This design comes from an exercise in tuning for small area, a short achievable clock period and few clock cycles per item on the open sky130 flow, not from production work. In this exercise RTL edits were held to simulation tests only and were not proved equivalent to the original. Power is estimated from default activity; no workload was simulated.

<file path="design/flow/config.mk">
export PLATFORM = sky130hd
export DESIGN_NAME = qpsk_mimo_modulator
export DESIGN_NICKNAME = qpsk_mimo_modulator
export VERILOG_FILES = /design/flow/design.v
export SDC_FILE = /design/flow/constraint.sdc
export NUM_CORES = 4
export LEC_CHECK = 0
export ABC_AREA = 1
export CAP_MARGIN = 50
export CORE_MARGIN = 2
export CORE_UTILIZATION = 60
export CTS_BUF_LIST = sky130_fd_sc_hd__clkbuf_16
export CTS_CLUSTER_DIAMETER = 100
export CTS_CLUSTER_SIZE = 25
export SLEW_MARGIN = 60
</file>
<file path="design/flow/design.v">
module qpsk_mimo_modulator #(
    parameter int R_W = 16,
    parameter int Y_W = 20
) (
    input  logic              i_clk,
    input  logic              i_reset_n,
    input  logic              i_r_load,
    input  logic [20*R_W-1:0] i_r,
    input  logic              i_bit_vld,
    input  logic              i_bit,
    output logic              o_bit_rdy,
    output logic              o_vld,
    input  logic              i_rdy,
    output logic [8*Y_W-1:0]  o_y_hat,
    output logic              o_busy
);
    logic [9:0][15:0] ra, rb;
    logic [2:0]       p;           
    logic [2:0]       cnt;         
    logic [6:0]       col;         
    logic [7:0]       x;           
    logic             xv;          
    logic             win;         
    logic             fin;         
    logic             vld;
    logic             rdy;
    logic             busy;
    logic             p0;          
    logic       p7, act, acc, acc8, hold, wr_lo;
    logic [7:2] wr_d;
    logic       xv_n, win_n, vld_n;
    logic [2:0] p_n, cnt_n;
    assign p7    = (p == 3'd7);
    assign act   = (p0 & xv) | win;
    assign acc   = i_bit_vld & rdy;
    assign acc8  = acc & (cnt == 3'd7);
    assign hold  = vld & ~i_rdy;
    assign wr_lo = win & (p == 3'd1) & ~hold;
    always_comb
        for (int d = 2; d < 8; d++) wr_d[d] = win & (p == 3'(d));
    assign p_n   = i_r_load ? 3'd0 : p + 3'd1;
    assign cnt_n = acc ? cnt + 3'd1 : cnt;
    assign xv_n  = acc8 | (xv & ~(win & p7));
    assign win_n = act & ~p7 & ~((p == 3'd1) & hold);
    assign vld_n = fin | (vld & ~i_rdy);
    assign o_bit_rdy = rdy;
    assign o_vld     = vld;
    assign o_busy    = busy;
    always_ff @(posedge i_clk or negedge i_reset_n) begin
        if (!i_reset_n) begin
            p    <= '0;
            p0   <= 1'b1;
            cnt  <= '0;
            xv   <= 1'b0;
            win  <= 1'b0;
            fin  <= 1'b0;
            vld  <= 1'b0;
            rdy  <= 1'b1;
            busy <= 1'b0;
        end else begin
            p    <= p_n;
            p0   <= (p_n == 3'd0);
            cnt  <= cnt_n;
            xv   <= xv_n;
            win  <= win_n;
            fin  <= win & p7;
            vld  <= vld_n;
            busy <= xv_n | (win & p7) | vld_n;
            rdy  <= (cnt_n != 3'd7) | ~xv_n | (win_n & (p_n == 3'd7));
        end
    end
    always_ff @(posedge i_clk)
        x <= acc8 ? ({i_bit, col} ^ {8{~p_n[0]}}) : ~x;
    always_ff @(posedge i_clk) begin
        if (i_r_load) begin
            for (int k = 0; k < 10; k++) begin
                ra[k] <= ~(i_r[32*k +: 16] ^ 16'h8000);
                rb[k] <= ~(i_r[32*k+16 +: 16] ^ 16'h8000);
            end
        end else begin
            for (int k = 0; k < 10; k++) begin
                ra[k] <= ~{ra[k][1:0], ra[k][15:2]};
                rb[k] <= ~{rb[k][1:0], rb[k][15:2]};
            end
        end
        if (acc) col <= {i_bit, col[6:1]};
    end
    logic [7:0] g0_u0, g0_u1, g0_ng, g0_si, g0_st, g0_co;
    logic [1:0] g0_dig, g0_dq1;
    logic [3:0] g0_top;
    logic [19:0] g0_y;
    logic g0_t1, g0_t2, g0_t3, g0_t4, g0_t5, g0_t6, g0_t7, g0_t8, g0_t9, g0_t10, g0_t11, g0_t12, g0_t13, g0_t14, g0_t15, g0_t16, g0_t17, g0_t18, g0_t19, g0_t20, g0_t21, g0_t22, g0_t23, g0_t24, g0_t25, g0_t26, g0_t27, g0_t28, g0_t29, g0_t30, g0_t31, g0_t32;
    logic g0_p1, g0_p2, g0_p3, g0_p4, g0_p5, g0_p6, g0_p7, g0_p8, g0_p9, g0_p10, g0_p11, g0_p12, g0_p13, g0_p14, g0_p15, g0_p16;
    assign g0_u0[0] = ra[0][0] ^ x[0];
    assign g0_u1[0] = ra[0][1] ^ x[0];
    assign g0_ng[0] = ~(x[0]);
    assign g0_u0[1] = rb[0][0] ^ ~x[1];
    assign g0_u1[1] = rb[0][1] ^ ~x[1];
    assign g0_ng[1] = ~(~x[1]);
    assign g0_u0[2] = ra[1][0] ^ x[2];
    assign g0_u1[2] = ra[1][1] ^ x[2];
    assign g0_ng[2] = ~(x[2]);
    assign g0_u0[3] = rb[1][0] ^ ~x[3];
    assign g0_u1[3] = rb[1][1] ^ ~x[3];
    assign g0_ng[3] = ~(~x[3]);
    assign g0_u0[4] = ra[3][0] ^ x[4];
    assign g0_u1[4] = ra[3][1] ^ x[4];
    assign g0_ng[4] = ~(x[4]);
    assign g0_u0[5] = rb[3][0] ^ ~x[5];
    assign g0_u1[5] = rb[3][1] ^ ~x[5];
    assign g0_ng[5] = ~(~x[5]);
    assign g0_u0[6] = ra[6][0] ^ x[6];
    assign g0_u1[6] = ra[6][1] ^ x[6];
    assign g0_ng[6] = ~(x[6]);
    assign g0_u0[7] = rb[6][0] ^ ~x[7];
    assign g0_u1[7] = rb[6][1] ^ ~x[7];
    assign g0_ng[7] = ~(~x[7]);
    assign g0_si = p0 ? g0_ng : g0_st;
    assign g0_dig = {g0_t31, g0_t15};
    assign g0_co = {g0_t32, g0_t30, g0_t28, g0_t26, g0_t24, g0_t22, g0_t20, g0_t18};
    assign g0_top = {g0_p15, g0_p13, g0_p11, g0_p7};
    assign g0_t1 = g0_u0[0] ^ g0_u0[1] ^ g0_u0[2];
    assign g0_t2 = (g0_u0[0] & g0_u0[1]) | (g0_u0[0] & g0_u0[2]) | (g0_u0[1] & g0_u0[2]);
    assign g0_t3 = g0_u0[3] ^ g0_u0[4] ^ g0_u0[5];
    assign g0_t4 = (g0_u0[3] & g0_u0[4]) | (g0_u0[3] & g0_u0[5]) | (g0_u0[4] & g0_u0[5]);
    assign g0_t5 = g0_u0[6] ^ g0_u0[7] ^ g0_si[0];
    assign g0_t6 = (g0_u0[6] & g0_u0[7]) | (g0_u0[6] & g0_si[0]) | (g0_u0[7] & g0_si[0]);
    assign g0_t7 = g0_si[1] ^ g0_si[2] ^ g0_si[3];
    assign g0_t8 = (g0_si[1] & g0_si[2]) | (g0_si[1] & g0_si[3]) | (g0_si[2] & g0_si[3]);
    assign g0_t9 = g0_si[4] ^ g0_si[5] ^ g0_si[6];
    assign g0_t10 = (g0_si[4] & g0_si[5]) | (g0_si[4] & g0_si[6]) | (g0_si[5] & g0_si[6]);
    assign g0_t11 = g0_si[7] ^ g0_t1 ^ g0_t3;
    assign g0_t12 = (g0_si[7] & g0_t1) | (g0_si[7] & g0_t3) | (g0_t1 & g0_t3);
    assign g0_t13 = g0_t5 ^ g0_t7 ^ g0_t9;
    assign g0_t14 = (g0_t5 & g0_t7) | (g0_t5 & g0_t9) | (g0_t7 & g0_t9);
    assign g0_t15 = g0_t11 ^ g0_t13;
    assign g0_t16 = g0_t11 & g0_t13;
    assign g0_t17 = g0_u1[0] ^ g0_u1[1] ^ g0_u1[2];
    assign g0_t18 = (g0_u1[0] & g0_u1[1]) | (g0_u1[0] & g0_u1[2]) | (g0_u1[1] & g0_u1[2]);
    assign g0_t19 = g0_u1[3] ^ g0_u1[4] ^ g0_u1[5];
    assign g0_t20 = (g0_u1[3] & g0_u1[4]) | (g0_u1[3] & g0_u1[5]) | (g0_u1[4] & g0_u1[5]);
    assign g0_t21 = g0_u1[6] ^ g0_u1[7] ^ g0_t2;
    assign g0_t22 = (g0_u1[6] & g0_u1[7]) | (g0_u1[6] & g0_t2) | (g0_u1[7] & g0_t2);
    assign g0_t23 = g0_t4 ^ g0_t6 ^ g0_t8;
    assign g0_t24 = (g0_t4 & g0_t6) | (g0_t4 & g0_t8) | (g0_t6 & g0_t8);
    assign g0_t25 = g0_t10 ^ g0_t17 ^ g0_t19;
    assign g0_t26 = (g0_t10 & g0_t17) | (g0_t10 & g0_t19) | (g0_t17 & g0_t19);
    assign g0_t27 = g0_t12 ^ g0_t14 ^ g0_t21;
    assign g0_t28 = (g0_t12 & g0_t14) | (g0_t12 & g0_t21) | (g0_t14 & g0_t21);
    assign g0_t29 = g0_t23 ^ g0_t25 ^ g0_t16;
    assign g0_t30 = (g0_t23 & g0_t25) | (g0_t23 & g0_t16) | (g0_t25 & g0_t16);
    assign g0_t31 = g0_t27 ^ g0_t29;
    assign g0_t32 = g0_t27 & g0_t29;
    assign g0_p1 = g0_st[0] ^ g0_st[1] ^ g0_st[2];
    assign g0_p2 = (g0_st[0] & g0_st[1]) | (g0_st[0] & g0_st[2]) | (g0_st[1] & g0_st[2]);
    assign g0_p3 = g0_st[3] ^ g0_st[4] ^ g0_st[5];
    assign g0_p4 = (g0_st[3] & g0_st[4]) | (g0_st[3] & g0_st[5]) | (g0_st[4] & g0_st[5]);
    assign g0_p5 = g0_st[6] ^ g0_st[7] ^ g0_p1;
    assign g0_p6 = (g0_st[6] & g0_st[7]) | (g0_st[6] & g0_p1) | (g0_st[7] & g0_p1);
    assign g0_p7 = g0_p3 ^ g0_p5;
    assign g0_p8 = g0_p3 & g0_p5;
    assign g0_p9 = g0_p2 ^ g0_p4 ^ g0_p6;
    assign g0_p10 = (g0_p2 & g0_p4) | (g0_p2 & g0_p6) | (g0_p4 & g0_p6);
    assign g0_p11 = g0_p8 ^ g0_p9;
    assign g0_p12 = g0_p8 & g0_p9;
    assign g0_p13 = 1'b1 ^ g0_p10 ^ g0_p12;
    assign g0_p14 = (1'b1 & g0_p10) | (1'b1 & g0_p12) | (g0_p10 & g0_p12);
    assign g0_p15 = 1'b1 ^ g0_p14;
    assign g0_p16 = 1'b1 & g0_p14;
    always_ff @(posedge i_clk) begin
        g0_st  <= g0_co;
        g0_dq1 <= g0_dig;
        if (wr_lo) g0_y[3:0] <= {g0_dig, g0_dq1};
        if (wr_d[2]) g0_y[5:4]   <= g0_dig;
        if (wr_d[3]) g0_y[7:6]   <= g0_dig;
        if (wr_d[4]) g0_y[9:8]   <= g0_dig;
        if (wr_d[5]) g0_y[11:10] <= g0_dig;
        if (wr_d[6]) g0_y[13:12] <= g0_dig;
        if (wr_d[7]) g0_y[15:14] <= g0_dig;
        if (fin) g0_y[19:16] <= g0_top;
    end
    assign o_y_hat[0 +: 20] = g0_y;
    logic [7:0] g1_u0, g1_u1, g1_ng, g1_si, g1_st, g1_co;
    logic [1:0] g1_dig, g1_dq1;
    logic [3:0] g1_top;
    logic [19:0] g1_y;
    logic g1_t1, g1_t2, g1_t3, g1_t4, g1_t5, g1_t6, g1_t7, g1_t8, g1_t9, g1_t10, g1_t11, g1_t12, g1_t13, g1_t14, g1_t15, g1_t16, g1_t17, g1_t18, g1_t19, g1_t20, g1_t21, g1_t22, g1_t23, g1_t24, g1_t25, g1_t26, g1_t27, g1_t28, g1_t29, g1_t30, g1_t31, g1_t32;
    logic g1_p1, g1_p2, g1_p3, g1_p4, g1_p5, g1_p6, g1_p7, g1_p8, g1_p9, g1_p10, g1_p11, g1_p12, g1_p13, g1_p14, g1_p15, g1_p16;
    assign g1_u0[0] = rb[0][0] ^ x[0];
    assign g1_u1[0] = rb[0][1] ^ x[0];
    assign g1_ng[0] = ~(x[0]);
    assign g1_u0[1] = ra[0][0] ^ x[1];
    assign g1_u1[1] = ra[0][1] ^ x[1];
    assign g1_ng[1] = ~(x[1]);
    assign g1_u0[2] = rb[1][0] ^ x[2];
    assign g1_u1[2] = rb[1][1] ^ x[2];
    assign g1_ng[2] = ~(x[2]);
    assign g1_u0[3] = ra[1][0] ^ x[3];
    assign g1_u1[3] = ra[1][1] ^ x[3];
    assign g1_ng[3] = ~(x[3]);
    assign g1_u0[4] = rb[3][0] ^ x[4];
    assign g1_u1[4] = rb[3][1] ^ x[4];
    assign g1_ng[4] = ~(x[4]);
    assign g1_u0[5] = ra[3][0] ^ x[5];
    assign g1_u1[5] = ra[3][1] ^ x[5];
    assign g1_ng[5] = ~(x[5]);
    assign g1_u0[6] = rb[6][0] ^ x[6];
    assign g1_u1[6] = rb[6][1] ^ x[6];
    assign g1_ng[6] = ~(x[6]);
    assign g1_u0[7] = ra[6][0] ^ x[7];
    assign g1_u1[7] = ra[6][1] ^ x[7];
    assign g1_ng[7] = ~(x[7]);
    assign g1_si = p0 ? g1_ng : g1_st;
    assign g1_dig = {g1_t31, g1_t15};
    assign g1_co = {g1_t32, g1_t30, g1_t28, g1_t26, g1_t24, g1_t22, g1_t20, g1_t18};
    assign g1_top = {g1_p15, g1_p13, g1_p11, g1_p7};
    assign g1_t1 = g1_u0[0] ^ g1_u0[1] ^ g1_u0[2];
    assign g1_t2 = (g1_u0[0] & g1_u0[1]) | (g1_u0[0] & g1_u0[2]) | (g1_u0[1] & g1_u0[2]);
    assign g1_t3 = g1_u0[3] ^ g1_u0[4] ^ g1_u0[5];
    assign g1_t4 = (g1_u0[3] & g1_u0[4]) | (g1_u0[3] & g1_u0[5]) | (g1_u0[4] & g1_u0[5]);
    assign g1_t5 = g1_u0[6] ^ g1_u0[7] ^ g1_si[0];
    assign g1_t6 = (g1_u0[6] & g1_u0[7]) | (g1_u0[6] & g1_si[0]) | (g1_u0[7] & g1_si[0]);
    assign g1_t7 = g1_si[1] ^ g1_si[2] ^ g1_si[3];
    assign g1_t8 = (g1_si[1] & g1_si[2]) | (g1_si[1] & g1_si[3]) | (g1_si[2] & g1_si[3]);
    assign g1_t9 = g1_si[4] ^ g1_si[5] ^ g1_si[6];
    assign g1_t10 = (g1_si[4] & g1_si[5]) | (g1_si[4] & g1_si[6]) | (g1_si[5] & g1_si[6]);
    assign g1_t11 = g1_si[7] ^ g1_t1 ^ g1_t3;
    assign g1_t12 = (g1_si[7] & g1_t1) | (g1_si[7] & g1_t3) | (g1_t1 & g1_t3);
    assign g1_t13 = g1_t5 ^ g1_t7 ^ g1_t9;
    assign g1_t14 = (g1_t5 & g1_t7) | (g1_t5 & g1_t9) | (g1_t7 & g1_t9);
    assign g1_t15 = g1_t11 ^ g1_t13;
    assign g1_t16 = g1_t11 & g1_t13;
    assign g1_t17 = g1_u1[0] ^ g1_u1[1] ^ g1_u1[2];
    assign g1_t18 = (g1_u1[0] & g1_u1[1]) | (g1_u1[0] & g1_u1[2]) | (g1_u1[1] & g1_u1[2]);
    assign g1_t19 = g1_u1[3] ^ g1_u1[4] ^ g1_u1[5];
    assign g1_t20 = (g1_u1[3] & g1_u1[4]) | (g1_u1[3] & g1_u1[5]) | (g1_u1[4] & g1_u1[5]);
    assign g1_t21 = g1_u1[6] ^ g1_u1[7] ^ g1_t2;
    assign g1_t22 = (g1_u1[6] & g1_u1[7]) | (g1_u1[6] & g1_t2) | (g1_u1[7] & g1_t2);
    assign g1_t23 = g1_t4 ^ g1_t6 ^ g1_t8;
    assign g1_t24 = (g1_t4 & g1_t6) | (g1_t4 & g1_t8) | (g1_t6 & g1_t8);
    assign g1_t25 = g1_t10 ^ g1_t17 ^ g1_t19;
    assign g1_t26 = (g1_t10 & g1_t17) | (g1_t10 & g1_t19) | (g1_t17 & g1_t19);
    assign g1_t27 = g1_t12 ^ g1_t14 ^ g1_t21;
    assign g1_t28 = (g1_t12 & g1_t14) | (g1_t12 & g1_t21) | (g1_t14 & g1_t21);
    assign g1_t29 = g1_t23 ^ g1_t25 ^ g1_t16;
    assign g1_t30 = (g1_t23 & g1_t25) | (g1_t23 & g1_t16) | (g1_t25 & g1_t16);
    assign g1_t31 = g1_t27 ^ g1_t29;
    assign g1_t32 = g1_t27 & g1_t29;
    assign g1_p1 = g1_st[0] ^ g1_st[1] ^ g1_st[2];
    assign g1_p2 = (g1_st[0] & g1_st[1]) | (g1_st[0] & g1_st[2]) | (g1_st[1] & g1_st[2]);
    assign g1_p3 = g1_st[3] ^ g1_st[4] ^ g1_st[5];
    assign g1_p4 = (g1_st[3] & g1_st[4]) | (g1_st[3] & g1_st[5]) | (g1_st[4] & g1_st[5]);
    assign g1_p5 = g1_st[6] ^ g1_st[7] ^ g1_p1;
    assign g1_p6 = (g1_st[6] & g1_st[7]) | (g1_st[6] & g1_p1) | (g1_st[7] & g1_p1);
    assign g1_p7 = g1_p3 ^ g1_p5;
    assign g1_p8 = g1_p3 & g1_p5;
    assign g1_p9 = g1_p2 ^ g1_p4 ^ g1_p6;
    assign g1_p10 = (g1_p2 & g1_p4) | (g1_p2 & g1_p6) | (g1_p4 & g1_p6);
    assign g1_p11 = g1_p8 ^ g1_p9;
    assign g1_p12 = g1_p8 & g1_p9;
    assign g1_p13 = 1'b1 ^ g1_p10 ^ g1_p12;
    assign g1_p14 = (1'b1 & g1_p10) | (1'b1 & g1_p12) | (g1_p10 & g1_p12);
    assign g1_p15 = 1'b1 ^ g1_p14;
    assign g1_p16 = 1'b1 & g1_p14;
    always_ff @(posedge i_clk) begin
        g1_st  <= g1_co;
        g1_dq1 <= g1_dig;
        if (wr_lo) g1_y[3:0] <= {g1_dig, g1_dq1};
        if (wr_d[2]) g1_y[5:4]   <= g1_dig;
        if (wr_d[3]) g1_y[7:6]   <= g1_dig;
        if (wr_d[4]) g1_y[9:8]   <= g1_dig;
        if (wr_d[5]) g1_y[11:10] <= g1_dig;
        if (wr_d[6]) g1_y[13:12] <= g1_dig;
        if (wr_d[7]) g1_y[15:14] <= g1_dig;
        if (fin) g1_y[19:16] <= g1_top;
    end
    assign o_y_hat[20 +: 20] = g1_y;
    logic [5:0] g2_u0, g2_u1, g2_ng, g2_si, g2_st, g2_co;
    logic [1:0] g2_dig, g2_dq1;
    logic [3:0] g2_top;
    logic [19:0] g2_y;
    logic g2_t1, g2_t2, g2_t3, g2_t4, g2_t5, g2_t6, g2_t7, g2_t8, g2_t9, g2_t10, g2_t11, g2_t12, g2_t13, g2_t14, g2_t15, g2_t16, g2_t17, g2_t18, g2_t19, g2_t20, g2_t21, g2_t22, g2_t23, g2_t24;
    logic g2_p1, g2_p2, g2_p3, g2_p4, g2_p5, g2_p6, g2_p7, g2_p8, g2_p9, g2_p10, g2_p11, g2_p12;
    assign g2_u0[0] = ra[2][0] ^ x[2];
    assign g2_u1[0] = ra[2][1] ^ x[2];
    assign g2_ng[0] = ~(x[2]);
    assign g2_u0[1] = rb[2][0] ^ ~x[3];
    assign g2_u1[1] = rb[2][1] ^ ~x[3];
    assign g2_ng[1] = ~(~x[3]);
    assign g2_u0[2] = ra[4][0] ^ x[4];
    assign g2_u1[2] = ra[4][1] ^ x[4];
    assign g2_ng[2] = ~(x[4]);
    assign g2_u0[3] = rb[4][0] ^ ~x[5];
    assign g2_u1[3] = rb[4][1] ^ ~x[5];
    assign g2_ng[3] = ~(~x[5]);
    assign g2_u0[4] = ra[7][0] ^ x[6];
    assign g2_u1[4] = ra[7][1] ^ x[6];
    assign g2_ng[4] = ~(x[6]);
    assign g2_u0[5] = rb[7][0] ^ ~x[7];
    assign g2_u1[5] = rb[7][1] ^ ~x[7];
    assign g2_ng[5] = ~(~x[7]);
    assign g2_si = p0 ? g2_ng : g2_st;
    assign g2_dig = {g2_t23, g2_t11};
    assign g2_co = {g2_t24, g2_t22, g2_t20, g2_t18, g2_t16, g2_t14};
    assign g2_top = {g2_p11, g2_p9, g2_p7, g2_p5};
    assign g2_t1 = g2_u0[0] ^ g2_u0[1] ^ g2_u0[2];
    assign g2_t2 = (g2_u0[0] & g2_u0[1]) | (g2_u0[0] & g2_u0[2]) | (g2_u0[1] & g2_u0[2]);
    assign g2_t3 = g2_u0[3] ^ g2_u0[4] ^ g2_u0[5];
    assign g2_t4 = (g2_u0[3] & g2_u0[4]) | (g2_u0[3] & g2_u0[5]) | (g2_u0[4] & g2_u0[5]);
    assign g2_t5 = g2_si[0] ^ g2_si[1] ^ g2_si[2];
    assign g2_t6 = (g2_si[0] & g2_si[1]) | (g2_si[0] & g2_si[2]) | (g2_si[1] & g2_si[2]);
    assign g2_t7 = g2_si[3] ^ g2_si[4] ^ g2_si[5];
    assign g2_t8 = (g2_si[3] & g2_si[4]) | (g2_si[3] & g2_si[5]) | (g2_si[4] & g2_si[5]);
    assign g2_t9 = g2_t1 ^ g2_t3 ^ g2_t5;
    assign g2_t10 = (g2_t1 & g2_t3) | (g2_t1 & g2_t5) | (g2_t3 & g2_t5);
    assign g2_t11 = g2_t7 ^ g2_t9;
    assign g2_t12 = g2_t7 & g2_t9;
    assign g2_t13 = g2_u1[0] ^ g2_u1[1] ^ g2_u1[2];
    assign g2_t14 = (g2_u1[0] & g2_u1[1]) | (g2_u1[0] & g2_u1[2]) | (g2_u1[1] & g2_u1[2]);
    assign g2_t15 = g2_u1[3] ^ g2_u1[4] ^ g2_u1[5];
    assign g2_t16 = (g2_u1[3] & g2_u1[4]) | (g2_u1[3] & g2_u1[5]) | (g2_u1[4] & g2_u1[5]);
    assign g2_t17 = g2_t2 ^ g2_t4 ^ g2_t6;
    assign g2_t18 = (g2_t2 & g2_t4) | (g2_t2 & g2_t6) | (g2_t4 & g2_t6);
    assign g2_t19 = g2_t8 ^ g2_t13 ^ g2_t15;
    assign g2_t20 = (g2_t8 & g2_t13) | (g2_t8 & g2_t15) | (g2_t13 & g2_t15);
    assign g2_t21 = g2_t10 ^ g2_t17 ^ g2_t19;
    assign g2_t22 = (g2_t10 & g2_t17) | (g2_t10 & g2_t19) | (g2_t17 & g2_t19);
    assign g2_t23 = g2_t12 ^ g2_t21;
    assign g2_t24 = g2_t12 & g2_t21;
    assign g2_p1 = g2_st[0] ^ g2_st[1] ^ g2_st[2];
    assign g2_p2 = (g2_st[0] & g2_st[1]) | (g2_st[0] & g2_st[2]) | (g2_st[1] & g2_st[2]);
    assign g2_p3 = g2_st[3] ^ g2_st[4] ^ g2_st[5];
    assign g2_p4 = (g2_st[3] & g2_st[4]) | (g2_st[3] & g2_st[5]) | (g2_st[4] & g2_st[5]);
    assign g2_p5 = 1'b1 ^ g2_p1 ^ g2_p3;
    assign g2_p6 = (1'b1 & g2_p1) | (1'b1 & g2_p3) | (g2_p1 & g2_p3);
    assign g2_p7 = g2_p2 ^ g2_p4 ^ g2_p6;
    assign g2_p8 = (g2_p2 & g2_p4) | (g2_p2 & g2_p6) | (g2_p4 & g2_p6);
    assign g2_p9 = 1'b1 ^ g2_p8;
    assign g2_p10 = 1'b1 & g2_p8;
    assign g2_p11 = 1'b1 ^ g2_p10;
    assign g2_p12 = 1'b1 & g2_p10;
    always_ff @(posedge i_clk) begin
        g2_st  <= g2_co;
        g2_dq1 <= g2_dig;
        if (wr_lo) g2_y[3:0] <= {g2_dig, g2_dq1};
        if (wr_d[2]) g2_y[5:4]   <= g2_dig;
        if (wr_d[3]) g2_y[7:6]   <= g2_dig;
        if (wr_d[4]) g2_y[9:8]   <= g2_dig;
        if (wr_d[5]) g2_y[11:10] <= g2_dig;
        if (wr_d[6]) g2_y[13:12] <= g2_dig;
        if (wr_d[7]) g2_y[15:14] <= g2_dig;
        if (fin) g2_y[19:16] <= g2_top;
    end
    assign o_y_hat[40 +: 20] = g2_y;
    logic [5:0] g3_u0, g3_u1, g3_ng, g3_si, g3_st, g3_co;
    logic [1:0] g3_dig, g3_dq1;
    logic [3:0] g3_top;
    logic [19:0] g3_y;
    logic g3_t1, g3_t2, g3_t3, g3_t4, g3_t5, g3_t6, g3_t7, g3_t8, g3_t9, g3_t10, g3_t11, g3_t12, g3_t13, g3_t14, g3_t15, g3_t16, g3_t17, g3_t18, g3_t19, g3_t20, g3_t21, g3_t22, g3_t23, g3_t24;
    logic g3_p1, g3_p2, g3_p3, g3_p4, g3_p5, g3_p6, g3_p7, g3_p8, g3_p9, g3_p10, g3_p11, g3_p12;
    assign g3_u0[0] = rb[2][0] ^ x[2];
    assign g3_u1[0] = rb[2][1] ^ x[2];
    assign g3_ng[0] = ~(x[2]);
    assign g3_u0[1] = ra[2][0] ^ x[3];
    assign g3_u1[1] = ra[2][1] ^ x[3];
    assign g3_ng[1] = ~(x[3]);
    assign g3_u0[2] = rb[4][0] ^ x[4];
    assign g3_u1[2] = rb[4][1] ^ x[4];
    assign g3_ng[2] = ~(x[4]);
    assign g3_u0[3] = ra[4][0] ^ x[5];
    assign g3_u1[3] = ra[4][1] ^ x[5];
    assign g3_ng[3] = ~(x[5]);
    assign g3_u0[4] = rb[7][0] ^ x[6];
    assign g3_u1[4] = rb[7][1] ^ x[6];
    assign g3_ng[4] = ~(x[6]);
    assign g3_u0[5] = ra[7][0] ^ x[7];
    assign g3_u1[5] = ra[7][1] ^ x[7];
    assign g3_ng[5] = ~(x[7]);
    assign g3_si = p0 ? g3_ng : g3_st;
    assign g3_dig = {g3_t23, g3_t11};
    assign g3_co = {g3_t24, g3_t22, g3_t20, g3_t18, g3_t16, g3_t14};
    assign g3_top = {g3_p11, g3_p9, g3_p7, g3_p5};
    assign g3_t1 = g3_u0[0] ^ g3_u0[1] ^ g3_u0[2];
    assign g3_t2 = (g3_u0[0] & g3_u0[1]) | (g3_u0[0] & g3_u0[2]) | (g3_u0[1] & g3_u0[2]);
    assign g3_t3 = g3_u0[3] ^ g3_u0[4] ^ g3_u0[5];
    assign g3_t4 = (g3_u0[3] & g3_u0[4]) | (g3_u0[3] & g3_u0[5]) | (g3_u0[4] & g3_u0[5]);
    assign g3_t5 = g3_si[0] ^ g3_si[1] ^ g3_si[2];
    assign g3_t6 = (g3_si[0] & g3_si[1]) | (g3_si[0] & g3_si[2]) | (g3_si[1] & g3_si[2]);
    assign g3_t7 = g3_si[3] ^ g3_si[4] ^ g3_si[5];
    assign g3_t8 = (g3_si[3] & g3_si[4]) | (g3_si[3] & g3_si[5]) | (g3_si[4] & g3_si[5]);
    assign g3_t9 = g3_t1 ^ g3_t3 ^ g3_t5;
    assign g3_t10 = (g3_t1 & g3_t3) | (g3_t1 & g3_t5) | (g3_t3 & g3_t5);
    assign g3_t11 = g3_t7 ^ g3_t9;
    assign g3_t12 = g3_t7 & g3_t9;
    assign g3_t13 = g3_u1[0] ^ g3_u1[1] ^ g3_u1[2];
    assign g3_t14 = (g3_u1[0] & g3_u1[1]) | (g3_u1[0] & g3_u1[2]) | (g3_u1[1] & g3_u1[2]);
    assign g3_t15 = g3_u1[3] ^ g3_u1[4] ^ g3_u1[5];
    assign g3_t16 = (g3_u1[3] & g3_u1[4]) | (g3_u1[3] & g3_u1[5]) | (g3_u1[4] & g3_u1[5]);
    assign g3_t17 = g3_t2 ^ g3_t4 ^ g3_t6;
    assign g3_t18 = (g3_t2 & g3_t4) | (g3_t2 & g3_t6) | (g3_t4 & g3_t6);
    assign g3_t19 = g3_t8 ^ g3_t13 ^ g3_t15;
    assign g3_t20 = (g3_t8 & g3_t13) | (g3_t8 & g3_t15) | (g3_t13 & g3_t15);
    assign g3_t21 = g3_t10 ^ g3_t17 ^ g3_t19;
    assign g3_t22 = (g3_t10 & g3_t17) | (g3_t10 & g3_t19) | (g3_t17 & g3_t19);
    assign g3_t23 = g3_t12 ^ g3_t21;
    assign g3_t24 = g3_t12 & g3_t21;
    assign g3_p1 = g3_st[0] ^ g3_st[1] ^ g3_st[2];
    assign g3_p2 = (g3_st[0] & g3_st[1]) | (g3_st[0] & g3_st[2]) | (g3_st[1] & g3_st[2]);
    assign g3_p3 = g3_st[3] ^ g3_st[4] ^ g3_st[5];
    assign g3_p4 = (g3_st[3] & g3_st[4]) | (g3_st[3] & g3_st[5]) | (g3_st[4] & g3_st[5]);
    assign g3_p5 = 1'b1 ^ g3_p1 ^ g3_p3;
    assign g3_p6 = (1'b1 & g3_p1) | (1'b1 & g3_p3) | (g3_p1 & g3_p3);
    assign g3_p7 = g3_p2 ^ g3_p4 ^ g3_p6;
    assign g3_p8 = (g3_p2 & g3_p4) | (g3_p2 & g3_p6) | (g3_p4 & g3_p6);
    assign g3_p9 = 1'b1 ^ g3_p8;
    assign g3_p10 = 1'b1 & g3_p8;
    assign g3_p11 = 1'b1 ^ g3_p10;
    assign g3_p12 = 1'b1 & g3_p10;
    always_ff @(posedge i_clk) begin
        g3_st  <= g3_co;
        g3_dq1 <= g3_dig;
        if (wr_lo) g3_y[3:0] <= {g3_dig, g3_dq1};
        if (wr_d[2]) g3_y[5:4]   <= g3_dig;
        if (wr_d[3]) g3_y[7:6]   <= g3_dig;
        if (wr_d[4]) g3_y[9:8]   <= g3_dig;
        if (wr_d[5]) g3_y[11:10] <= g3_dig;
        if (wr_d[6]) g3_y[13:12] <= g3_dig;
        if (wr_d[7]) g3_y[15:14] <= g3_dig;
        if (fin) g3_y[19:16] <= g3_top;
    end
    assign o_y_hat[60 +: 20] = g3_y;
    logic [3:0] g4_u0, g4_u1, g4_ng, g4_si, g4_st, g4_co;
    logic [1:0] g4_dig, g4_dq1;
    logic [3:0] g4_top;
    logic [19:0] g4_y;
    logic g4_t1, g4_t2, g4_t3, g4_t4, g4_t5, g4_t6, g4_t7, g4_t8, g4_t9, g4_t10, g4_t11, g4_t12, g4_t13, g4_t14, g4_t15, g4_t16;
    logic g4_p1, g4_p2, g4_p3, g4_p4, g4_p5, g4_p6, g4_p7, g4_p8, g4_p9, g4_p10;
    assign g4_u0[0] = ra[5][0] ^ x[4];
    assign g4_u1[0] = ra[5][1] ^ x[4];
    assign g4_ng[0] = ~(x[4]);
    assign g4_u0[1] = rb[5][0] ^ ~x[5];
    assign g4_u1[1] = rb[5][1] ^ ~x[5];
    assign g4_ng[1] = ~(~x[5]);
    assign g4_u0[2] = ra[8][0] ^ x[6];
    assign g4_u1[2] = ra[8][1] ^ x[6];
    assign g4_ng[2] = ~(x[6]);
    assign g4_u0[3] = rb[8][0] ^ ~x[7];
    assign g4_u1[3] = rb[8][1] ^ ~x[7];
    assign g4_ng[3] = ~(~x[7]);
    assign g4_si = p0 ? g4_ng : g4_st;
    assign g4_dig = {g4_t15, g4_t7};
    assign g4_co = {g4_t16, g4_t14, g4_t12, g4_t10};
    assign g4_top = {g4_p9, g4_p7, g4_p5, g4_p3};
    assign g4_t1 = g4_u0[0] ^ g4_u0[1] ^ g4_u0[2];
    assign g4_t2 = (g4_u0[0] & g4_u0[1]) | (g4_u0[0] & g4_u0[2]) | (g4_u0[1] & g4_u0[2]);
    assign g4_t3 = g4_u0[3] ^ g4_si[0] ^ g4_si[1];
    assign g4_t4 = (g4_u0[3] & g4_si[0]) | (g4_u0[3] & g4_si[1]) | (g4_si[0] & g4_si[1]);
    assign g4_t5 = g4_si[2] ^ g4_si[3] ^ g4_t1;
    assign g4_t6 = (g4_si[2] & g4_si[3]) | (g4_si[2] & g4_t1) | (g4_si[3] & g4_t1);
    assign g4_t7 = g4_t3 ^ g4_t5;
    assign g4_t8 = g4_t3 & g4_t5;
    assign g4_t9 = g4_u1[0] ^ g4_u1[1] ^ g4_u1[2];
    assign g4_t10 = (g4_u1[0] & g4_u1[1]) | (g4_u1[0] & g4_u1[2]) | (g4_u1[1] & g4_u1[2]);
    assign g4_t11 = g4_u1[3] ^ g4_t2 ^ g4_t4;
    assign g4_t12 = (g4_u1[3] & g4_t2) | (g4_u1[3] & g4_t4) | (g4_t2 & g4_t4);
    assign g4_t13 = g4_t9 ^ g4_t6 ^ g4_t11;
    assign g4_t14 = (g4_t9 & g4_t6) | (g4_t9 & g4_t11) | (g4_t6 & g4_t11);
    assign g4_t15 = g4_t8 ^ g4_t13;
    assign g4_t16 = g4_t8 & g4_t13;
    assign g4_p1 = g4_st[0] ^ g4_st[1] ^ g4_st[2];
    assign g4_p2 = (g4_st[0] & g4_st[1]) | (g4_st[0] & g4_st[2]) | (g4_st[1] & g4_st[2]);
    assign g4_p3 = g4_st[3] ^ g4_p1;
    assign g4_p4 = g4_st[3] & g4_p1;
    assign g4_p5 = 1'b1 ^ g4_p2 ^ g4_p4;
    assign g4_p6 = (1'b1 & g4_p2) | (1'b1 & g4_p4) | (g4_p2 & g4_p4);
    assign g4_p7 = 1'b1 ^ g4_p6;
    assign g4_p8 = 1'b1 & g4_p6;
    assign g4_p9 = 1'b1 ^ g4_p8;
    assign g4_p10 = 1'b1 & g4_p8;
    always_ff @(posedge i_clk) begin
        g4_st  <= g4_co;
        g4_dq1 <= g4_dig;
        if (wr_lo) g4_y[3:0] <= {g4_dig, g4_dq1};
        if (wr_d[2]) g4_y[5:4]   <= g4_dig;
        if (wr_d[3]) g4_y[7:6]   <= g4_dig;
        if (wr_d[4]) g4_y[9:8]   <= g4_dig;
        if (wr_d[5]) g4_y[11:10] <= g4_dig;
        if (wr_d[6]) g4_y[13:12] <= g4_dig;
        if (wr_d[7]) g4_y[15:14] <= g4_dig;
        if (fin) g4_y[19:16] <= g4_top;
    end
    assign o_y_hat[80 +: 20] = g4_y;
    logic [3:0] g5_u0, g5_u1, g5_ng, g5_si, g5_st, g5_co;
    logic [1:0] g5_dig, g5_dq1;
    logic [3:0] g5_top;
    logic [19:0] g5_y;
    logic g5_t1, g5_t2, g5_t3, g5_t4, g5_t5, g5_t6, g5_t7, g5_t8, g5_t9, g5_t10, g5_t11, g5_t12, g5_t13, g5_t14, g5_t15, g5_t16;
    logic g5_p1, g5_p2, g5_p3, g5_p4, g5_p5, g5_p6, g5_p7, g5_p8, g5_p9, g5_p10;
    assign g5_u0[0] = rb[5][0] ^ x[4];
    assign g5_u1[0] = rb[5][1] ^ x[4];
    assign g5_ng[0] = ~(x[4]);
    assign g5_u0[1] = ra[5][0] ^ x[5];
    assign g5_u1[1] = ra[5][1] ^ x[5];
    assign g5_ng[1] = ~(x[5]);
    assign g5_u0[2] = rb[8][0] ^ x[6];
    assign g5_u1[2] = rb[8][1] ^ x[6];
    assign g5_ng[2] = ~(x[6]);
    assign g5_u0[3] = ra[8][0] ^ x[7];
    assign g5_u1[3] = ra[8][1] ^ x[7];
    assign g5_ng[3] = ~(x[7]);
    assign g5_si = p0 ? g5_ng : g5_st;
    assign g5_dig = {g5_t15, g5_t7};
    assign g5_co = {g5_t16, g5_t14, g5_t12, g5_t10};
    assign g5_top = {g5_p9, g5_p7, g5_p5, g5_p3};
    assign g5_t1 = g5_u0[0] ^ g5_u0[1] ^ g5_u0[2];
    assign g5_t2 = (g5_u0[0] & g5_u0[1]) | (g5_u0[0] & g5_u0[2]) | (g5_u0[1] & g5_u0[2]);
    assign g5_t3 = g5_u0[3] ^ g5_si[0] ^ g5_si[1];
    assign g5_t4 = (g5_u0[3] & g5_si[0]) | (g5_u0[3] & g5_si[1]) | (g5_si[0] & g5_si[1]);
    assign g5_t5 = g5_si[2] ^ g5_si[3] ^ g5_t1;
    assign g5_t6 = (g5_si[2] & g5_si[3]) | (g5_si[2] & g5_t1) | (g5_si[3] & g5_t1);
    assign g5_t7 = g5_t3 ^ g5_t5;
    assign g5_t8 = g5_t3 & g5_t5;
    assign g5_t9 = g5_u1[0] ^ g5_u1[1] ^ g5_u1[2];
    assign g5_t10 = (g5_u1[0] & g5_u1[1]) | (g5_u1[0] & g5_u1[2]) | (g5_u1[1] & g5_u1[2]);
    assign g5_t11 = g5_u1[3] ^ g5_t2 ^ g5_t4;
    assign g5_t12 = (g5_u1[3] & g5_t2) | (g5_u1[3] & g5_t4) | (g5_t2 & g5_t4);
    assign g5_t13 = g5_t9 ^ g5_t6 ^ g5_t11;
    assign g5_t14 = (g5_t9 & g5_t6) | (g5_t9 & g5_t11) | (g5_t6 & g5_t11);
    assign g5_t15 = g5_t8 ^ g5_t13;
    assign g5_t16 = g5_t8 & g5_t13;
    assign g5_p1 = g5_st[0] ^ g5_st[1] ^ g5_st[2];
    assign g5_p2 = (g5_st[0] & g5_st[1]) | (g5_st[0] & g5_st[2]) | (g5_st[1] & g5_st[2]);
    assign g5_p3 = g5_st[3] ^ g5_p1;
    assign g5_p4 = g5_st[3] & g5_p1;
    assign g5_p5 = 1'b1 ^ g5_p2 ^ g5_p4;
    assign g5_p6 = (1'b1 & g5_p2) | (1'b1 & g5_p4) | (g5_p2 & g5_p4);
    assign g5_p7 = 1'b1 ^ g5_p6;
    assign g5_p8 = 1'b1 & g5_p6;
    assign g5_p9 = 1'b1 ^ g5_p8;
    assign g5_p10 = 1'b1 & g5_p8;
    always_ff @(posedge i_clk) begin
        g5_st  <= g5_co;
        g5_dq1 <= g5_dig;
        if (wr_lo) g5_y[3:0] <= {g5_dig, g5_dq1};
        if (wr_d[2]) g5_y[5:4]   <= g5_dig;
        if (wr_d[3]) g5_y[7:6]   <= g5_dig;
        if (wr_d[4]) g5_y[9:8]   <= g5_dig;
        if (wr_d[5]) g5_y[11:10] <= g5_dig;
        if (wr_d[6]) g5_y[13:12] <= g5_dig;
        if (wr_d[7]) g5_y[15:14] <= g5_dig;
        if (fin) g5_y[19:16] <= g5_top;
    end
    assign o_y_hat[100 +: 20] = g5_y;
    logic [1:0] g6_u0, g6_u1, g6_ng, g6_si, g6_st, g6_co;
    logic [1:0] g6_dig, g6_dq1;
    logic [3:0] g6_top;
    logic [19:0] g6_y;
    logic g6_t1, g6_t2, g6_t3, g6_t4, g6_t5, g6_t6, g6_t7, g6_t8;
    logic g6_p1, g6_p2, g6_p3, g6_p4, g6_p5, g6_p6, g6_p7, g6_p8;
    assign g6_u0[0] = ra[9][0] ^ x[6];
    assign g6_u1[0] = ra[9][1] ^ x[6];
    assign g6_ng[0] = ~(x[6]);
    assign g6_u0[1] = rb[9][0] ^ ~x[7];
    assign g6_u1[1] = rb[9][1] ^ ~x[7];
    assign g6_ng[1] = ~(~x[7]);
    assign g6_si = p0 ? g6_ng : g6_st;
    assign g6_dig = {g6_t7, g6_t3};
    assign g6_co = {g6_t8, g6_t6};
    assign g6_top = {g6_p7, g6_p5, g6_p3, g6_p1};
    assign g6_t1 = g6_u0[0] ^ g6_u0[1] ^ g6_si[0];
    assign g6_t2 = (g6_u0[0] & g6_u0[1]) | (g6_u0[0] & g6_si[0]) | (g6_u0[1] & g6_si[0]);
    assign g6_t3 = g6_si[1] ^ g6_t1;
    assign g6_t4 = g6_si[1] & g6_t1;
    assign g6_t5 = g6_u1[0] ^ g6_u1[1] ^ g6_t2;
    assign g6_t6 = (g6_u1[0] & g6_u1[1]) | (g6_u1[0] & g6_t2) | (g6_u1[1] & g6_t2);
    assign g6_t7 = g6_t4 ^ g6_t5;
    assign g6_t8 = g6_t4 & g6_t5;
    assign g6_p1 = g6_st[0] ^ g6_st[1] ^ 1'b1;
    assign g6_p2 = (g6_st[0] & g6_st[1]) | (g6_st[0] & 1'b1) | (g6_st[1] & 1'b1);
    assign g6_p3 = 1'b1 ^ g6_p2;
    assign g6_p4 = 1'b1 & g6_p2;
    assign g6_p5 = 1'b1 ^ g6_p4;
    assign g6_p6 = 1'b1 & g6_p4;
    assign g6_p7 = 1'b1 ^ g6_p6;
    assign g6_p8 = 1'b1 & g6_p6;
    always_ff @(posedge i_clk) begin
        g6_st  <= g6_co;
        g6_dq1 <= g6_dig;
        if (wr_lo) g6_y[3:0] <= {g6_dig, g6_dq1};
        if (wr_d[2]) g6_y[5:4]   <= g6_dig;
        if (wr_d[3]) g6_y[7:6]   <= g6_dig;
        if (wr_d[4]) g6_y[9:8]   <= g6_dig;
        if (wr_d[5]) g6_y[11:10] <= g6_dig;
        if (wr_d[6]) g6_y[13:12] <= g6_dig;
        if (wr_d[7]) g6_y[15:14] <= g6_dig;
        if (fin) g6_y[19:16] <= g6_top;
    end
    assign o_y_hat[120 +: 20] = g6_y;
    logic [1:0] g7_u0, g7_u1, g7_ng, g7_si, g7_st, g7_co;
    logic [1:0] g7_dig, g7_dq1;
    logic [3:0] g7_top;
    logic [19:0] g7_y;
    logic g7_t1, g7_t2, g7_t3, g7_t4, g7_t5, g7_t6, g7_t7, g7_t8;
    logic g7_p1, g7_p2, g7_p3, g7_p4, g7_p5, g7_p6, g7_p7, g7_p8;
    assign g7_u0[0] = rb[9][0] ^ x[6];
    assign g7_u1[0] = rb[9][1] ^ x[6];
    assign g7_ng[0] = ~(x[6]);
    assign g7_u0[1] = ra[9][0] ^ x[7];
    assign g7_u1[1] = ra[9][1] ^ x[7];
    assign g7_ng[1] = ~(x[7]);
    assign g7_si = p0 ? g7_ng : g7_st;
    assign g7_dig = {g7_t7, g7_t3};
    assign g7_co = {g7_t8, g7_t6};
    assign g7_top = {g7_p7, g7_p5, g7_p3, g7_p1};
    assign g7_t1 = g7_u0[0] ^ g7_u0[1] ^ g7_si[0];
    assign g7_t2 = (g7_u0[0] & g7_u0[1]) | (g7_u0[0] & g7_si[0]) | (g7_u0[1] & g7_si[0]);
    assign g7_t3 = g7_si[1] ^ g7_t1;
    assign g7_t4 = g7_si[1] & g7_t1;
    assign g7_t5 = g7_u1[0] ^ g7_u1[1] ^ g7_t2;
    assign g7_t6 = (g7_u1[0] & g7_u1[1]) | (g7_u1[0] & g7_t2) | (g7_u1[1] & g7_t2);
    assign g7_t7 = g7_t4 ^ g7_t5;
    assign g7_t8 = g7_t4 & g7_t5;
    assign g7_p1 = g7_st[0] ^ g7_st[1] ^ 1'b1;
    assign g7_p2 = (g7_st[0] & g7_st[1]) | (g7_st[0] & 1'b1) | (g7_st[1] & 1'b1);
    assign g7_p3 = 1'b1 ^ g7_p2;
    assign g7_p4 = 1'b1 & g7_p2;
    assign g7_p5 = 1'b1 ^ g7_p4;
    assign g7_p6 = 1'b1 & g7_p4;
    assign g7_p7 = 1'b1 ^ g7_p6;
    assign g7_p8 = 1'b1 & g7_p6;
    always_ff @(posedge i_clk) begin
        g7_st  <= g7_co;
        g7_dq1 <= g7_dig;
        if (wr_lo) g7_y[3:0] <= {g7_dig, g7_dq1};
        if (wr_d[2]) g7_y[5:4]   <= g7_dig;
        if (wr_d[3]) g7_y[7:6]   <= g7_dig;
        if (wr_d[4]) g7_y[9:8]   <= g7_dig;
        if (wr_d[5]) g7_y[11:10] <= g7_dig;
        if (wr_d[6]) g7_y[13:12] <= g7_dig;
        if (wr_d[7]) g7_y[15:14] <= g7_dig;
        if (fin) g7_y[19:16] <= g7_top;
    end
    assign o_y_hat[140 +: 20] = g7_y;
endmodule
</file>
<file path="design/flow/flow/run.sh">
#!/bin/bash
# Standard ORFS layout (the standard.sh) with two changes to how it is built:
#  - ports are buffered with buf_1 cells instead of the resizer's default pick
#  - timing repair aims for 8.1 ns of setup slack beyond the SDC's (the SDC is unchanged)
export BUFFER_PORTS_ARGS="-buffer_cell sky130_fd_sc_hd__buf_1"
export SETUP_SLACK_MARGIN=8.1
bash standard.sh > standard.log 2>&1
</file>
<file path="design/flow/standard.sh">
#!/bin/bash
# synth_recipe.tcl (not shown) runs the flow's synth.tcl, then flattens the netlist and writes it again
# the make line also repeats each setting of config.mk as NAME=value (left out here)
make -C /OpenROAD-flow-scripts/flow DESIGN_CONFIG=/design/flow/config.mk WORK_HOME=/design/flow/orfs CLKGATE_MAP_FILE= SYNTH_SCRIPT=/design/flow/synth_recipe.tcl "${@:-finish}"
</file>
<file path="design/flow/constraint.sdc">
create_clock -name core_clock -period 12.0 [get_ports {i_clk}]
set_input_delay 2.4000 -clock core_clock [delete_from_list [all_inputs] [get_ports {i_clk}]]
set_output_delay 2.4000 -clock core_clock [all_outputs]
set_load 0.01 [all_outputs]
</file>
==> results of run 1 <==
==> area by class of cell <==
type / instances / area (um^2)
diodes: 5 / 12.5
clock buffers: 27 / 676
clock inverters: 13 / 65.1
fillers: 2544 / 10400
inverters: 132 / 495
multi-input cells: 662 / 6590
flip-flops and latches: 556 / 12800
well taps: 448 / 561
repair buffers: 504 / 2130
==> path summary, 6_finish.rpt <==
path / from / to / slack [ns]
min in group asynchronous: i_reset_n / p[2] / 1.70
hold / removal: rb[57] / rb[55] / 0.39
setup / recovery: rdy / o_bit_rdy / 8.25
hold reg to reg: rb[57] / rb[55] / 0.39
max in group asynchronous: i_reset_n / rdy / 10.01
setup reg to reg: p0 / g0_y[7] / 8.30
==> cells by family after synthesis <==
| group | count (synthesis) |
|---|---|
| flip-flops | 556 |
| multiplexers | 300 |
| buffers and inverters | 196 |
| adder cells (fa/ha/maj) | 118 |
| AND/OR/NAND/NOR | 97 |
| XOR/XNOR | 88 |
| AO/OA/AOI/OAI | 59 |
==> cell usage after synthesis <==
master,instances
dfxtp_1,384
mux2i_1,300
edfxtp_1,159
inv_1,131
fa_1,80
nand2_1,71
xor2_1,48
o21ai_0,46
xnor2_1,40
ha_1,38
buf_12,22
buf_4,19
dfrtp_1,11
a21oi_1,10
nor2_1,9
buf_8,8
clkbuf_1,8
buf_2,6
nand3_1,5
or2_2,3
dfstp_2,2
nor3_1,2
o21ai_1,2
or2_0,2
and2_1,1
buf_6,1
inv_2,1
nand3_2,1
nand4_1,1
nor2_8,1
nor4_1,1
o21a_1,1
==> timing repair <==
| item | in CTS | in global routing |
|---|---|---|
| gates resized for setup | 4 | 2 |
| cloned | 1 | 1 |
| setup buffers | 1 | 1 |
| hold buffers | 0 | 0 |
| pin swaps | 0 | 0 |
| endpoints found under the setup margin | 67 | 67 |
==> worst register-to-register path, stage by stage, from the launching register on <==
cell and delay [ns]:
dfstp_4 0.78, nand2_1 0.19, inv_1 0.13, a21oi_1 0.07
fa_1 0.51, inv_1 0.06, fa_1 0.53, inv_1 0.04
ha_1 0.21, fa_1 0.55, ha_2 0.35
==> where the power goes <==
group	internal [mW]	switching (mW)
registers	3.36	0.193
clock network	0.411	0.553
logic	1.25	2.31
total	5.03	3.06
==> registers in the layout, summed over array words and instances (netlist names), 3 cells and up <==
register  count
g3_y         19
g5_st         4
ra          160
cnt           3
g0_y         20
g1_st         8
g7_y         18
g5_y         19
g2_st         6
col           7
x             8
g3_st         6
rb          160
g4_y         19
g4_st         4
g6_y         18
g1_y         20
g2_y         19
p             3
g0_st         8
==> per-stage QoR <==
| step | instances | area (um^2) | hold WS, ns |
|---|---|---|---|
| floorplan | 1414 | 20600 | 0.386 |
| detailed placement | 2297 | 22400 | 0.389 |
| CTS | 2339 | 23300 | 0.389 |
| finish | 2347 | 23300 | 0.386 |
| global placement | 2295 | 22300 | 0.386 |
| global route | 2345 | 23300 | 0.399 |
==> routing by layer <==
metal  share of wire, %  vias to the layer above
met2                 50                      425
met3                8.2                       46
li1                   -                     5617
met1                 40                     5525
met4                1.7                        2
met5              0.030                        -
==> reports/metrics.csv, run 1 <==
stage;metric;value;unit
timing;Slew Viols, Final;0;
placed_design;GPL Wtd Cong;0.813;
timing;Clock Skew;0.0320;ns
power_and_ir_drop;Max VDD drop;0.491;mV
die;die area;35900;um^2
global_route;antenna violations before repair;7;
setup_path;crit path buf inv count;1;
route;Iteration-0 DRC Markers;624;
die;Initial Utilization;61.2;%
finish;final core utilization;69.3;%
route;Routed WL;43.9;mm
logic_synthesis;Adder-Cell Fraction of Synth Area;10.1;%
logic_synthesis;Gate Count Post-Synth;1414;
die;DIE HEIGHT;189;um
die;FP Rows;67;
setup_path;WP data arrival;1.35;ns
power_and_ir_drop;P per Cell Area;346;nW/um^2
setup_path;critical path depth;1;
route;DRT Pass-1 Iters;4;
placed_design;DP HPWL;33.5;mm
logic_synthesis;Synth area leaders;dfxtp_1 37%, edfxtp_1 23%, mux2i_1 15%;
global_route;vias in the first global route;11600;
logic_synthesis;yosys warns;1;
logic_synthesis;Mapped Avg Cell Area;14.6;um^2
timing;final setup vio count;0;
global_route;remaining global-route overflow;0;
logic_synthesis;Post-Syn Nets;1858;
setup_path;Crit path max-delay family;flip-flops;
timing;period utilisation layout;31.2;%
timing;Min Clock Period, post-route;3.75;ns
logic_synthesis;synth unique cells;32;
route;WL per Instance;18.7;um
outcome;status;finished clean;
global_route;grt met3 use;5.88;%
cts;Clock Latency Late Sink;0.58;ns
die;Boundary Pins;489;
min_path;worst hold stages;1;
cts;CTS tree;yes;
setup_path;CP Capture Type;primary output;
timing;Setup TNS;0;ns
logic_synthesis;mapped cell area;20600;um^2
setup_path;Worst EP required;9.60;ns
route;via count;11600;
setup_path;critical path class;reg2out;
placed_design;Port Buffer Count;488;
route;Vias/cell;4.95;
logic_synthesis;Synth Area in XOR/XNOR;3.74;%
logic_synthesis;multiplexer share of the synthesized area;14.6;%
finish;area grow syn2layout;13.2;%
route;DRC violations left;0;
cts;deepest clock path buffer count;3;
setup_path;critical-path cell list;buf_1;
finish;most frequent cells in the layout;486 x buf_1, 379 x dfxtp_1, 300 x mux2i_1, 159 x edfxtp_1, 141 x inv_1;
finish;most common cell after layout, fill and taps aside;buf_1;
cts;clock sink count;556;
cts;total CTS buffers;26;
logic_synthesis;Yosys reg bits;556;
power_and_ir_drop;Leakage;9.89;nW
global_route;met2 Track Usage GR;42.5;%
global_route;Global Route met1 Usage;31.2;%
timing;Tightest Pin Transition;0.502;ns
timing;Final Hold Viols;0;
global_route;largest net degree at the start of global routing;61;
placed_design;Post-Place Setup Slack;7.13;ns
timing;setup ws final;8.25;ns
logic_synthesis;cell taking the most area after synthesis;dfxtp_1;
global_route;GRT busiest layer;met2;
logic_synthesis;Synth Area in Compound Gates;1.44;%
setup_path;Critical Path Slowest Stage Cell;dfstp_2;
power_and_ir_drop;Design Power;8.08;mW
run;Max-Cap Viols;0;
cts;Worst-path clk slew;0.10;ns
finish;post-layout net count;2326;
logic_synthesis;Post-Synth Simple-Gate Area;2.01;%
finish;fraction of layout instances using a drive strength above 1;3.54;%
timing;RSZ-0062 raised after global routing;false;
setup_path;Critical Path Source Type;flip-flop;
cts;clk root buf;clkbuf_16;
timing;Slew HR;66.5;%
die;Core Area;33700;um^2
route;Routed Antenna Nets;0;
logic_synthesis;sequential-to-total area share from yosys stat;62.0;%
min_path;Min-Delay Path Class;reg2reg;
setup_path;CP max FO;6;
die;Die W;189;um
logic_synthesis;share of the synthesized area in the top cell type;37.3;%
cts;CTS HTree Levels;1;
setup_path;max incr delay on CP;0.61;ns
global_route;GRT Overall Usage;24.4;%
logic_synthesis;largest family of logic cells by synthesized area;multiplexers;
timing;fmax;267;MHz
global_route;first-pass GRT wire length;66.0;mm
setup_path;worst reg2reg path depth;10;
Testbench counts, summed over its fixed seeds: cycles 4,448, items 512.
==> run 2, diff against run 1 <==
==> design/flow/flow/run.sh (replaced) <==
#!/bin/bash
# Standard ORFS layout (the standard.sh) with two changes to how it is built:
#  - ports are buffered with buf_1 cells instead of the resizer's default pick
#  - timing repair aims for 8.3 ns of setup slack beyond the SDC's (the SDC is unchanged)
export BUFFER_PORTS_ARGS="-buffer_cell sky130_fd_sc_hd__buf_1"
export SETUP_SLACK_MARGIN=8.3
bash standard.sh > standard.log 2>&1
==> run 2 against run 1 <==
  * Via count barely moved
  * Core utilization rose by 0.14 points
  * Global-route usage fell by 0.17 points
  * Setup slack improved by 0.11 ns
  * Non-clock buffer count rose by 6
  * Fmax rose by 3.0%
  * Routed wire length barely moved
  * Area after synthesis did not move
  * Sequential share of layout area fell by 0.14 points
  * Sequential power barely moved
  * Critical path type unchanged
==> reports/metrics.csv, run 2 <==
stage;metric;value;unit
timing;Min Clock Period, post-route;3.64;ns
global_route;largest net degree at the start of global routing;67;
setup_path;critical path class;reg2out;
cts;clk root buf;clkbuf_16;
logic_synthesis;Mapped Avg Cell Area;14.6;um^2
route;DRT Pass-1 Iters;5;
global_route;first-pass GRT wire length;65.6;mm
route;WL per Instance;18.7;um
setup_path;Reg-to-Reg End;g1_y[3];
power_and_ir_drop;Design Power;8.23;mW
placed_design;DP HPWL;33.7;mm
finish;area of the multi-input gates;6620;um^2
run;Max-Cap Viols;0;
setup_path;r2r setup slk;8.41;ns
die;Boundary Pins;489;
global_route;antenna violations before repair;8;
logic_synthesis;Gate Count Post-Synth;1414;
logic_synthesis;synth unique cells;32;
setup_path;worst r2r src;p0;
die;die area;35900;um^2
finish;largest registers;ra (160), rb (160);
logic_synthesis;count leader, synth;dfxtp_1;
cts;deepest clock path buffer count;3;
logic_synthesis;sequential-to-total area share from yosys stat;62.0;%
setup_path;max incr delay on CP;0.55;ns
power_and_ir_drop;Switching Share;38.0;%
finish;post-layout net count;2332;
timing;Final Hold Viols;0;
logic_synthesis;Post-Syn Nets;1858;
finish;Reg area;12800;um^2
route;Iteration-0 DRC Markers;583;
logic_synthesis;yosys warns;1;
global_route;GRT Overall Usage;24.2;%
min_path;min-delay src;rb[85];
min_path;worst hold stages;1;
route;Routed Antenna Nets;0;
timing;RSZ-0062 raised after global routing;true;
timing;Slew Viols, Final;0;
setup_path;Crit path max-delay family;flip-flops;
setup_path;Critical Path Slowest Stage Cell;dfstp_2;
setup_path;Worst EP required;9.60;ns
placed_design;Port Buffer Count;488;
finish;final instance area;23400;um^2
timing;Slew HR;67.1;%
die;FP Rows;67;
placed_design;GPL Wtd Cong;0.813;
die;Core Area;33700;um^2
die;Initial Utilization;61.2;%
logic_synthesis;mapped cell area;20600;um^2
global_route;vias in the first global route;11600;
setup_path;critical-path cell list;buf_2;
logic_synthesis;Synth area leaders;dfxtp_1 37%, edfxtp_1 23%, mux2i_1 15%;
finish;most common cell after layout, fill and taps aside;buf_1;
power_and_ir_drop;Net Sw Power;3.13;mW
min_path;Min-Delay Endpoint;rb[83];
logic_synthesis;Yosys reg bits;556;
logic_synthesis;Post-synth EDFFs;159;
power_and_ir_drop;Max VDD drop;0.636;mV
finish;fraction of layout instances using a drive strength above 1;4.00;%
cts;Clock Latency Late Sink;0.58;ns
power_and_ir_drop;Reg power frac;43.1;%
setup_path;worst reg2reg path depth;10;
logic_synthesis;dominant synthesized flop cell;dfxtp_1;
timing;final setup vio count;0;
route;Vias/cell;4.94;
finish;fill count;2585;
global_route;remaining global-route overflow;0;
logic_synthesis;cell taking the most area after synthesis;dfxtp_1;
timing;Clock Skew;0.0316;ns
finish;area grow syn2layout;13.4;%
power_and_ir_drop;Leakage;9.91;nW
cts;CTS tree;yes;
outcome;status;finished clean;
route;via count;11600;
setup_path;CP max FO;2;
logic_synthesis;share of the synthesized area in the top cell type;37.3;%
cts;total CTS buffers;26;
power_and_ir_drop;P per Cell Area;352;nW/um^2
timing;Tightest Pin Transition;0.493;ns
logic_synthesis;Commonest cells post-synth;384 x dfxtp_1, 300 x mux2i_1, 159 x edfxtp_1;
setup_path;Critical Path Source Type;flip-flop;
timing;fmax;275;MHz
route;DRC violations left;0;
finish;most frequent cells in the layout;485 x buf_1, 381 x dfxtp_1, 300 x mux2i_1, 159 x edfxtp_1, 139 x inv_1;
setup_path;WP data arrival;1.24;ns
timing;Setup TNS;0;ns
power_and_ir_drop;Power Internal;5.10;mW
power_and_ir_drop;Logic pwr share;45.3;%
route;Routed WL;43.9;mm
die;DIE HEIGHT;189;um
power_and_ir_drop;Clock power frac;11.7;%
timing;period utilisation layout;30.3;%
min_path;Min-Delay Path Class;reg2reg;
placed_design;Post-DP Area;22500;um^2
setup_path;crit path buf inv count;1;
setup_path;CP Capture Type;primary output;
cts;clock sink count;556;
logic_synthesis;share of synthesized registers carrying an async set or reset;2.34;%
cts;Worst-path clk slew;0.10;ns
cts;hold_buf cts;0;
cts;CTS HTree Levels;1;
die;Die W;189;um
-- run 2: metal layers --
metal / routed length [um] / part of all wire [%] / up-vias / global-route usage (%)
li1: - / - / 5624 / -
met3: 3450 / 7.8 / 52 / 6.47
met2: 21800 / 50 / 396 / 42.5
met4: 795 / 1.8 / 10 / 4.68
met1: 17800 / 41 / 5528 / 30.3
met5: 80 / 0.18 / - / 0
-- run 2: worst register-to-register path: stages (launching register included) --
cell	delay (ns)
dfstp_4	0.54
buf_4	0.21
nand2_1	0.16
o21ai_0	0.14
fa_1	0.53
inv_1	0.06
fa_1	0.53
inv_1	0.04
ha_1	0.20
fa_1	0.54
ha_2	0.35
-- run 2: power groups by stage --
stage | Clock [mW] | Combinational [mW] | Sequential (mW)
after floorplan | 0 | 2.16 | 3.55
after global placement | 0 | 3.45 | 3.58
after detailed placement | 0 | 3.59 | 3.60
after CTS | 0.983 | 3.69 | 3.55
after global routing | 1.05 | 4.29 | 3.58
final | 0.960 | 3.73 | 3.55
-- run 2: how the worst max path moves through the flow --
| stage | startpoint | slack [ns] | cells after the start | to |
|---|---|---|---|---|
| floorplan | i_rdy | 8.11 | 2 | g0_y[0] |
| global placement | i_r_load | 6.57 | 4 | ra[95] |
| detailed placement | i_r_load | 7.43 | 8 | x[2] |
| CTS | p0 | 8.31 | 10 | g1_y[3] |
| global route | p0 | 8.29 | 10 | g1_y[9] |
| finish | rdy | 8.36 | 1 | o_bit_rdy |
-- run 2: per-stage QoR --
stage / instances / hold WS [ns] / util [%] / setup slack, ns
2_1_floorplan: 1414 / 0.386 / - / 8.11
3_3_place_gp: 2296 / 0.386 / 66.4 / 6.57
3_5_place_dp: 2298 / 0.389 / 66.6 / 7.43
4_1_cts: 2340 / 0.382 / 69.1 / 8.31
5_1_grt: 2348 / 0.389 / 69.4 / 8.29
6_report: 2350 / 0.385 / 69.4 / 8.36
-- run 2: cells by family (layout without fill, tap and decap cells) --
family | after synthesis | after routing | share of synthesized area (%)
AOI/OAI and AO/OA | 59 | 59 | 1.44
xor gates and xnor gates | 88 | 88 | 3.74
adders and majority gates | 118 | 118 | 10.1
buffers and inverters | 196 | 681 | 6.16
DFF | 556 | 556 | 62.0
muxes | 300 | 300 | 14.6
other | 0 | 3 | 0
and+or+nand+nor | 97 | 97 | 2.01
-- run 2: final cells by class --
class / instances / share of cell area [%]
flip-flops and latches: 556 / 54.7
multi-input cells: 662 / 28.3
repair buffers: 510 / 9.23
clock buffers: 27 / 2.89
well taps: 448 / 2.40
inverters: 132 / 2.13
clock inverters: 12 / 0.262
diodes: 3 / 0.0321
-- run 2: timing repair --
item / in CTS / in global routing
hold endpoints to repair: 0 / 0
cloned: 1 / 1
endpoints found under the setup margin: 148 / 88
gates resized for setup: 7 / 7
setup buffers: 2 / 5

==> re-timing with driven ports <==
No port has a modelled driver above. Below, the same layouts with a new extraction and two added sets of constraints.
Step 1 assumes that a clkbuf_16 drives the clock port and a buf_2 every other input.
Step 2 moves the port delays by t, midway between the first and last clock arrival at a register: inputs arrive t later, outputs are due t later. That takes back most of the time a late clock gives input paths.
Slacks: ideal ports / drivers / drivers and shift; pairs: ideal ports / drivers.
run | t, ns | setup slack, ns | slew at the worst register clock pin (ns) | cell pins on the clock port's net
run 1 | 0.611 | 8.252 / 8.200 / 7.644 | 0.11 / 0.11 | 1
run 2 | 0.615 | 8.363 / 8.308 / 7.817 | 0.10 / 0.10 | 1
After both steps every run listed still meets setup and hold. For run 1, which loses most, drivers alone change the setup slack by -0.052 ns; drivers and shift together by -0.608 ns.
